What follows belongs to an exercise in optimizing a design on an open flow for small area, a short achievable clock period and few clock cycles; a production flow would make more cautious choices. The RTL was checked by simulation tests, not by an equivalence proof against the original design.

==> flow/design.v (excerpt) <==
module particle_euler_integrator (
	input  wire logic                clk,
	input  wire logic                arst_n,
	input  wire logic                cfg_we,
	input  wire logic [CFGA_W-1:0]   cfg_addr,    
	input  wire logic [CFG_W-1:0]    cfg_wdata,
	input  wire logic                s_tvalid,
	output logic                     s_tready,
	input  wire logic [S_DATA_W-1:0] s_tdata,     
	input  wire logic [USER_W-1:0]   s_tuser,     
	output logic                     m_tvalid,
	input  wire logic                m_tready,
	output logic [M_DATA_W-1:0]      m_tdata,     
	output logic [USER_W-1:0]        m_tuser      
);
Size: roughly 600 flip-flops, ~78000 um2 of cells after synthesis.
Settings: LEC_CHECK=0, CAP_MARGIN=20, CORE_MARGIN=2, CORE_UTILIZATION=38, PLACE_DENSITY=0.5, SETUP_SLACK_MARGIN=3.0, SLEW_MARGIN=20, TNS_END_PERCENT=0; clock period 10.0 ns.
run.sh (not shown) runs the stock make flow with config.mk's settings and CLKGATE_MAP_FILE= SYNTH_SCRIPT=/design/flow/synth_recipe.tcl, a recipe that flattens the netlist after the stock synthesis.
Testbench counts at the start, summed over its fixed seeds: cycles 6,297.
Rerun with:
--- a/flow/design.v
+++ b/flow/design.v
@@ -818,15 +818,17 @@
 	logic [30:0] life_cfg_q;
 	logic [16:0] b_nx;
 	logic [26:0] enc_q;
 	logic signed [31:0] pos_q [NUM_AX];
 	logic signed [31:0] vel_q [NUM_AX];
 	logic signed [31:0] frc_q [NUM_AX];
 	logic signed [31:0] mul_q [NUM_AX];    
-	logic        [17:0] hi_top_q [NUM_AX];  
+	logic               hi_top_q [NUM_AX];  
+	logic               hi_ovf_q [NUM_AX];  
+	logic               hi_neg_q [NUM_AX];
 	logic signed [31:0] pos_nx [NUM_AX];
 	logic signed [31:0] vel_nx [NUM_AX];
 	logic signed [31:0] frc_nx [NUM_AX];
 	logic signed [31:0] vec   [NUM_AX];
 	logic signed [31:0] y     [NUM_AX];    
 	logic        [31:0] hi    [NUM_AX];    
 	logic signed [31:0] life_q;
@@ -895,16 +897,15 @@
 	always_ff @(posedge clk)
 		enc_q <= booth_enc(b_nx);
 	for (genvar i = 0; i < NUM_AX; i++) begin : g_lane
 		logic [15:0]      rnd;
 		logic [32:0]      hcl;
 		logic [MAC_W-1:0] z, s;
 		assign rnd = mul_q[i][31] ? 16'h7fff : 16'h8000;
-		assign hcl = ((hi_top_q[i] != 18'd0) && (hi_top_q[i] != {18{1'b1}}))
-			? {hi_top_q[i][17], {32{!hi_top_q[i][17]}}} : {hi_top_q[i][0], frc_q[i]};
+		assign hcl = hi_ovf_q[i] ? {hi_neg_q[i], {32{!hi_neg_q[i]}}} : {hi_top_q[i], frc_q[i]};
 		always_comb begin
 			z = '0;
 			if (ph[PH_DAMP])
 				z = z | {34'd0, rnd};
 			if (ph[PH_LO])
 				z = z | {hcl[32], hcl, rnd};
 			if (ph[PH_KICK])
@@ -919,16 +920,19 @@
 			.neg (enc_q[26:18]),
 			.z   (z),
 			.s   (s)
 		);
 		assign y[i] = ((s[49:47] != 3'b000) && (s[49:47] != 3'b111))
 			? (s[49] ? 32'sh80000000 : 32'sh7fffffff) : s[47:16];
 		assign hi[i] = s[31:0];
-		always_ff @(posedge clk)
-			hi_top_q[i] <= s[49:32];
+		always_ff @(posedge clk) begin
+			hi_top_q[i] <= s[32];
+			hi_ovf_q[i] <= (s[49:32] != 18'd0) && (s[49:32] != {18{1'b1}});
+			hi_neg_q[i] <= s[49];
+		end
 	end
 	assign life_diff = {life_q[31], life_q} - $signed({17'd0, dt_q});
 	assign life_nx   = (life_diff[32] != life_diff[31]) ? 32'sh80000000 : life_diff[31:0];
 	assign take_y = (step_go && ph[PH_DAMP]) || (adv && (ph[PH_LO] || ph[PH_KICK] || ph[PH_DAMP]));
 	always_comb begin
 		fdirty_nx = fdirty;
 		if (op_force)
Effect: The changed run finished with timing, DRC and antenna clean. Worst hold slack gets better by 5.2 ps. Final area rises by about 2.6%. Routed wire length rises by 5.2%. First-iteration DRC count goes up by 0.39%. Via count is higher by about 2.4%. Sequential share of layout area shrinks by 1.4 points. Synthesized area is lower by about 1.4%. Final cell count went up by 2.2%. Die area drops by about 1.4%.
Testbench counts after the change, summed over its fixed seeds: cycles 6,297.

-- re-timing with driven ports --
The results above use ideal ports. As a check the final layouts listed here were re-extracted and re-timed, cells and wires unchanged.
Step 1, drivers: a clkbuf_16 drives clk and a buf_2 each remaining input, both assumed.
Step 2 also shifts input and output timing later by t, the mid clock arrival at the registers, as if the neighbouring blocks saw the same clock.
Slacks: no drivers / after step 1 / after step 2; pairs: no drivers / after step 1.
run	shift t [ns]	slack for setup (ns)	worst hold slack (ns)	cell pins on the clock port's net
the first run	0.778	2.136 / 2.136 / 2.136	0.476 / 0.476 / 0.476	1
the second run	0.796	2.669 / 2.669 / 2.087	0.481 / 0.481 / 0.481	1
After both steps setup and hold are still met in every run listed. For the second run, which loses most, drivers alone change the setup slack by 0.000 ns; drivers and shift together by -0.582 ns.
